This design comes from an exercise in tuning for small area on the open sky130 flow, not from production work.
In this exercise RTL edits were held to simulation tests only and were not proved equivalent to the original.
Power is estimated from default activity; no workload was simulated. The clock port is modelled as an ideal driver; clocking choices that lean on that would not hold on a real chip.

// prop_delay_meter
module prop_delay_meter #(
  parameter int CNT_W    = 16,
  parameter int TIMEOUT  = 1000,
  parameter int NBSLOPES = 7,
  parameter int NBCAPA   = 7
) (
  input  logic                  clk,
  input  logic                  rst,
  input  logic                  start_i,
  input  logic                  arc_i,
  input  logic [2:0]            slope_idx_i,
  input  logic [2:0]            capa_idx_i,
  input  logic                  stim_i,
  input  logic                  resp_i,
  input  logic                  rd_en_i,
  input  logic                  rd_arc_i,
  input  logic [2:0]            rd_slope_i,
  input  logic [2:0]            rd_capa_i,
  output logic                  busy_o,
  output logic                  done_o,
  output logic                  timeout_o,
  output logic                  err_o,
  output logic [CNT_W-1:0]      delay_o,
  output logic                  rd_valid_o,
  output logic [CNT_W-1:0]      rd_data_o
);
Settings: LEC_CHECK=0, CAP_MARGIN=20, CORE_MARGIN=2, CORE_UTILIZATION=40, SLEW_MARGIN=20; clock period 10.0 ns.
standard.sh (not shown) runs the stock make flow with config.mk's settings and CLKGATE_MAP_FILE= SYNTH_SCRIPT=/design/flow/synth_recipe.tcl, a recipe that flattens the netlist after the stock synthesis.
==> flow/flow/run.sh <==
#!/bin/bash
# Standard layout (standard.sh) with three changes:
#  - synthesis maps the logic with an area-oriented ABC script (flow/synth.tcl,
#    flow/area.abc); flip-flops are mapped before that step and are unchanged
#  - clock tree: larger sink clusters and no dummy balancing loads
#  - port buffers use the smallest buffer cell
# make's full output goes to flow_make.log; ORFS keeps each step's log
# under orfs/logs.
set -euo pipefail
W=$(pwd)
export FLOW_SYNTH_TCL=$W/synth_recipe.tcl
export AREA_ABC_SCRIPT=$W/flow/area.abc
export CTS_ARGS="-sink_clustering_enable -repair_clock_nets -dont_use_dummy_load -buf_list sky130_fd_sc_hd__clkbuf_16 -sink_clustering_size 30 -sink_clustering_max_diameter 100"
export BUFFER_PORTS_ARGS="-buffer_cell sky130_fd_sc_hd__buf_1"
bash standard.sh SYNTH_SCRIPT=$W/flow/synth.tcl finish > $W/flow_make.log 2>&1
==> flow/flow/area.abc <==
strash
&get -n
&fraig -x
&put
dc2
strash
&get -n
&dch -f
&nf -R 1000
&put
==> flow/flow/synth.tcl <==
# The standard synthesis (synth_recipe.tcl) with one change: the final
# combinational mapping uses an area-oriented ABC script (flow/area.abc).
# Flip-flops are mapped before this step, so registers are unchanged.
proc abc {args} {
  set i [lsearch -exact $args -script]
  if {$i >= 0} {
    set args [lreplace $args $i [expr {$i + 1}] -script $::env(AREA_ABC_SCRIPT)]
  }
  yosys abc {*}$args
}
source $::env(FLOW_SYNTH_TCL)
The baseline completed with no timing, DRC or antenna violations.
==> next run, changes <==
--- a/flow/flow/run.sh
+++ b/flow/flow/run.sh
@@ -11,5 +11,5 @@
 export FLOW_SYNTH_TCL=$W/synth_recipe.tcl
 export AREA_ABC_SCRIPT=$W/flow/area.abc
-export CTS_ARGS="-sink_clustering_enable -repair_clock_nets -dont_use_dummy_load -buf_list sky130_fd_sc_hd__clkbuf_16 -sink_clustering_size 30 -sink_clustering_max_diameter 100"
+export CTS_ARGS="-sink_clustering_enable -repair_clock_nets -dont_use_dummy_load -buf_list sky130_fd_sc_hd__clkbuf_16 -sink_clustering_size 25 -sink_clustering_max_diameter 100"
 export BUFFER_PORTS_ARGS="-buffer_cell sky130_fd_sc_hd__buf_1"
 bash standard.sh SYNTH_SCRIPT=$W/flow/synth.tcl finish > $W/flow_make.log 2>&1
Settings changed: CORE_UTILIZATION 40 to 55, GPL_TIMING_DRIVEN from default to 0.
Outcome: With this change the flow finished but failed the layout checks on slew limit; die area came out lower by 27%; cell area shrinks by about 0.9%; global-route usage climbs by 7.4 points; critical path depth fell by 2; hold slack is worse by 4.9 ps; power rises by 1.3%; clock power rises by about 7%; cell count decreases by about 9%; fmax drops by about 5%; wire length goes down by 11%; flip-flop and latch count does not change.

Setup of old:
The RTL this note starts from:
==> flow/design.v <==
module prop_delay_meter #(
  parameter int CNT_W    = 16,
  parameter int TIMEOUT  = 1000,
  parameter int NBSLOPES = 7,
  parameter int NBCAPA   = 7
) (
  input  logic                  clk,
  input  logic                  rst,
  input  logic                  start_i,
  input  logic                  arc_i,
  input  logic [2:0]            slope_idx_i,
  input  logic [2:0]            capa_idx_i,
  input  logic                  stim_i,
  input  logic                  resp_i,
  input  logic                  rd_en_i,
  input  logic                  rd_arc_i,
  input  logic [2:0]            rd_slope_i,
  input  logic [2:0]            rd_capa_i,
  output logic                  busy_o,
  output logic                  done_o,
  output logic                  timeout_o,
  output logic                  err_o,
  output logic [CNT_W-1:0]      delay_o,
  output logic                  rd_valid_o,
  output logic [CNT_W-1:0]      rd_data_o
);
  function automatic int code_bits(input int n);
    int b;
    b = 1;
    for (int i = 1; i < 31; i = i + 1)
      if ((1 << i) < n) b = i + 1;
    code_bits = b;
  endfunction
  localparam int DW = code_bits(TIMEOUT + 2);
  localparam int NR = 2 * NBSLOPES;           
  localparam int NE = NR * NBCAPA;            
  localparam logic [DW-1:0] TMO_LAST = DW'(TIMEOUT - 1);
  localparam logic [3:0]    NS_LIM   = 4'(NBSLOPES);
  localparam logic [3:0]    NC_LIM   = 4'(NBCAPA);
  typedef struct packed {
    logic       a;
    logic [2:0] s;
    logic [2:0] c;
  } pt_t;
  function automatic pt_t pt_rot(input pt_t x, input pt_t y);
    logic [3:0] ss;
    pt_t        r;
    ss  = {1'b0, x.s} + {1'b0, y.s};
    r.s = (ss >= 4'(NBSLOPES)) ? 3'(ss - 4'(NBSLOPES)) : ss[2:0];
    r.a = x.a ^ y.a;
    r.c = x.c;
    pt_rot = r;
  endfunction
  logic [1:0]    state;
  logic          arc_q;
  logic [2:0]    slope_q;
  logic [2:0]    capa_q;
  logic          stim_base;
  logic          resp_base;
  logic [DW-1:0] cnt;         
  logic [DW-1:0] dly_q;       
  logic [DW-1:0] rdd_q;       
  pt_t           ph;          
  pt_t           wr_pt;       
  logic          pend;        
  logic          clr1, clr2;  
  logic idle, wstim, wresp, store;
  assign idle  = (state == 2'b00);
  assign wstim = (state == 2'b01);
  assign wresp = (state == 2'b10);
  assign store = (state == 2'b11);
  logic start_ok, rd_ok, rd_go, stim_chg, resp_chg, tmo_hit, tmo_ev, wr_ev;
  assign start_ok = ({1'b0, slope_idx_i} < NS_LIM) && ({1'b0, capa_idx_i} < NC_LIM);
  assign rd_ok    = ({1'b0, rd_slope_i}  < NS_LIM) && ({1'b0, rd_capa_i}  < NC_LIM);
  assign rd_go    = rd_en_i && rd_ok;
  assign stim_chg = (stim_i != stim_base);
  assign resp_chg = (resp_i != resp_base);
  assign tmo_hit  = (cnt == TMO_LAST);
  assign tmo_ev   = tmo_hit && ((wstim && !stim_chg) || (wresp && !resp_chg));
  assign wr_ev    = store || tmo_ev;
  assign busy_o    = (state != 2'b00);
  assign delay_o   = {{(CNT_W-DW){&dly_q}}, dly_q};
  assign rd_data_o = {{(CNT_W-DW){&rdd_q}}, rdd_q};
  pt_t rd_pt, rd_slot, wr_slot;
  assign rd_pt   = {rd_arc_i, rd_slope_i, rd_capa_i};
  assign rd_slot = pt_rot(rd_pt, ph);
  assign wr_slot = pt_rot(wr_pt, ph);
  logic [NR-1:0]     rd_rsel, wr_rsel;
  logic [NBCAPA-1:0] rd_csel, wr_csel;
  for (genvar r = 0; r < NR; r++) begin : g_rsel
    assign rd_rsel[r] = ({rd_slot.a, rd_slot.s} == {1'(r / NBSLOPES), 3'(r % NBSLOPES)});
    assign wr_rsel[r] = ({wr_slot.a, wr_slot.s} == {1'(r / NBSLOPES), 3'(r % NBSLOPES)});
  end
  for (genvar c = 0; c < NBCAPA; c++) begin : g_csel
    assign rd_csel[c] = (rd_slot.c == 3'(c));
    assign wr_csel[c] = (wr_slot.c == 3'(c));
  end
  function automatic int pos_row(input int p);
    pos_row = (p % 2) * NBSLOPES + (p % NBSLOPES);
  endfunction
  logic [NE-1:0] ld;          
  logic          commit;
  logic          clr;
  logic [DW-1:0] ld_data;
  assign clr     = rst || clr1 || clr2;
  assign ld_data = dly_q | {DW{clr}};
  always_comb begin
    commit = 1'b0;
    for (int k = 0; k < NE; k++) ld[k] = 1'b0;
    for (int p = 0; p < NR; p += 3) begin
      for (int c = 0; c < NBCAPA; c++) begin
        ld[pos_row(p) * NBCAPA + c] =
          clr || (pend && wr_rsel[pos_row((p + NR - 1) % NR)] && wr_csel[c]);
      end
      commit = commit || wr_rsel[pos_row((p + NR - 1) % NR)];
    end
    commit = commit && pend;
  end
  logic [NE-1:0][DW-1:0] slot;
  logic [NE-1:0][DW-1:0] hit;
  logic [DW-1:0]         rd_mux;
  for (genvar p = 0; p < NR; p++) begin : g_pos
    for (genvar c = 0; c < NBCAPA; c++) begin : g_slot
      localparam int K  = pos_row(p) * NBCAPA + c;
      localparam int KP = pos_row((p + NR - 1) % NR) * NBCAPA + c;
      if (p % 3 == 0) begin : g_port
        always_ff @(posedge clk) slot[K] <= ld[K] ? ld_data : slot[KP];
      end else begin : g_pass
        always_ff @(posedge clk) slot[K] <= slot[KP];
      end
      assign hit[K] = slot[K] & {DW{rd_rsel[K / NBCAPA] & rd_csel[K % NBCAPA]}};
    end
  end
  always_comb begin
    rd_mux = '0;
    for (int k = 0; k < NE; k++) rd_mux = rd_mux | hit[k];
  end
  logic          rd_byp;
  logic [DW-1:0] rd_val;
  assign rd_byp = pend && (rd_pt == wr_pt);
  assign rd_val = (clr1 || clr2) ? '1 : rd_byp ? dly_q : rd_mux;
  always_ff @(posedge clk) begin
    clr1 <= rst;
    clr2 <= clr1;
    if (rst) begin
      state      <= 2'b00;
      done_o     <= 1'b0;
      timeout_o  <= 1'b0;
      err_o      <= 1'b0;
      rd_valid_o <= 1'b0;
      dly_q      <= '0;
      rdd_q      <= '0;
      pend       <= 1'b0;
      ph         <= '0;
    end else begin
      done_o     <= store;
      timeout_o  <= tmo_ev;
      err_o      <= (idle && start_i && !start_ok) || (rd_en_i && !rd_ok);
      rd_valid_o <= rd_go;
      if (wr_ev) dly_q <= cnt | {DW{tmo_ev}};
      if (rd_go) rdd_q <= rd_val;
      pend <= wr_ev || (pend && !commit);
      ph.a <= !ph.a;
      ph.s <= (ph.s == 3'(NBSLOPES - 1)) ? 3'd0 : ph.s + 3'd1;
      case (state)
        2'b00: if (start_i && start_ok) state <= 2'b01;
        2'b01: if (stim_chg) state <= resp_chg ? 2'b11 : 2'b10;
               else if (tmo_hit) state <= 2'b00;
        2'b10: if (resp_chg) state <= 2'b11;
               else if (tmo_hit) state <= 2'b00;
        default: state <= 2'b00;
      endcase
    end
  end
  always_ff @(posedge clk) begin
    if (idle) begin
      arc_q     <= arc_i;
      slope_q   <= slope_idx_i;
      capa_q    <= capa_idx_i;
      stim_base <= stim_i;
    end
    if (idle || (wstim && !stim_chg)) resp_base <= resp_i;
    if (idle || (wstim && stim_chg)) cnt <= '0;
    else if (!store) cnt <= cnt + 1'b1;
    if (wr_ev) wr_pt <= {arc_q, slope_q, capa_q};
  end
endmodule
==> flow/config.mk <==
export PLATFORM = sky130hd
export DESIGN_NAME = prop_delay_meter
export DESIGN_NICKNAME = prop_delay_meter
export VERILOG_FILES = /design/flow/design.v
export SDC_FILE = /design/flow/constraint.sdc
export NUM_CORES = 4
export LEC_CHECK = 0
export CAP_MARGIN = 5
export CORE_MARGIN = 2
export CORE_UTILIZATION = 40
export SLEW_MARGIN = 5
==> flow/constraint.sdc <==
create_clock -name core_clock -period 10.0 [get_ports {clk}]
set_input_delay 2.0000 -clock core_clock [delete_from_list [all_inputs] [get_ports {clk}]]
set_output_delay 2.0000 -clock core_clock [all_outputs]
set_load 0.01 [all_outputs]
==> flow/flow/run.sh <==
#!/bin/bash
# Standard layout (standard.sh) with three changes:
#  - synthesis maps the logic with an area-oriented ABC script (flow/synth.tcl,
#    flow/area.abc); flip-flops are mapped before that step and are unchanged
#  - clock tree: larger sink clusters and no dummy balancing loads
#  - port buffers use the smallest buffer cell
# make's full output goes to flow_make.log; ORFS keeps each step's log
# under orfs/logs.
set -euo pipefail
W=$(pwd)
export FLOW_SYNTH_TCL=$W/synth_recipe.tcl
export AREA_ABC_SCRIPT=$W/flow/area.abc
export CTS_ARGS="-sink_clustering_enable -repair_clock_nets -dont_use_dummy_load -buf_list sky130_fd_sc_hd__clkbuf_16 -sink_clustering_size 25 -sink_clustering_max_diameter 100"
export BUFFER_PORTS_ARGS="-buffer_cell sky130_fd_sc_hd__buf_1"
bash standard.sh SYNTH_SCRIPT=$W/flow/synth.tcl finish > $W/flow_make.log 2>&1
Scripts as last shown in full above: flow/flow/area.abc, flow/flow/synth.tcl
The layout from old, despite a flow that completed every stage, fails the layout checks, with the failing checks listed as max-capacitance violations, max-slew violations.
Here is what was changed in the inputs of new compared with old.
Settings: changing SLEW_MARGIN from 5 to 20; changing CAP_MARGIN from 5 to 20.
==> notes.md <==
- Every stage of the flow completed for new, and the final layout passed the timing, design-rule and antenna checks.
- The post-synthesis to final-layout area growth was comparable across new and old.
- new reports a higher switching part of the total than old does.
- | total power | old vs new | ≈ equal |
- The cell area after layout on new is in line with that on old.
- Comparing new with old, the routed wire length came out essentially unchanged.
- When the final numbers for new and old were put side by side, the non-clock buffer count turned out to be greater in new.
- From old to new the numbers moved as follows: routing usage on met1 went up 0.21 points, number of slew-limit violations in the final report has decreased, clock skew went down 0.011 ns, layout filler cell count went up by about 0.35%, wire length of the first global-routing pass saw little to no change.

==> afterwards: timing with drivers on the ports <==
No port has a modelled driver above. Below, the same layouts with a new extraction and two added sets of constraints. Step 1 assumes that a clkbuf_16 drives the clock port and a buf_2 every other input. Step 2, shift: input delay + t, output delay - t, t = (earliest + latest rising clock arrival at the registers) / 2. This alone moves slack from input paths to output paths. Three values: no drivers, after step 1, after step 2; two values: the first two.
run | t, ns | setup WS [ns] | worst setup path at the end
the first run of note 1 | 0.678 | 0.968 / 1.002 / 0.324 | input to register
the second run of note 1 | 0.680 | 0.462 / 0.507 / -0.173 | input to register
old | 0.701 | 2.874 / 2.910 / 2.209 | input to register
new | 0.702 | 2.835 / 2.865 / 2.164 | input to register
For new, which loses most, drivers alone change the setup slack by +0.030 ns; drivers and shift together by -0.671 ns.
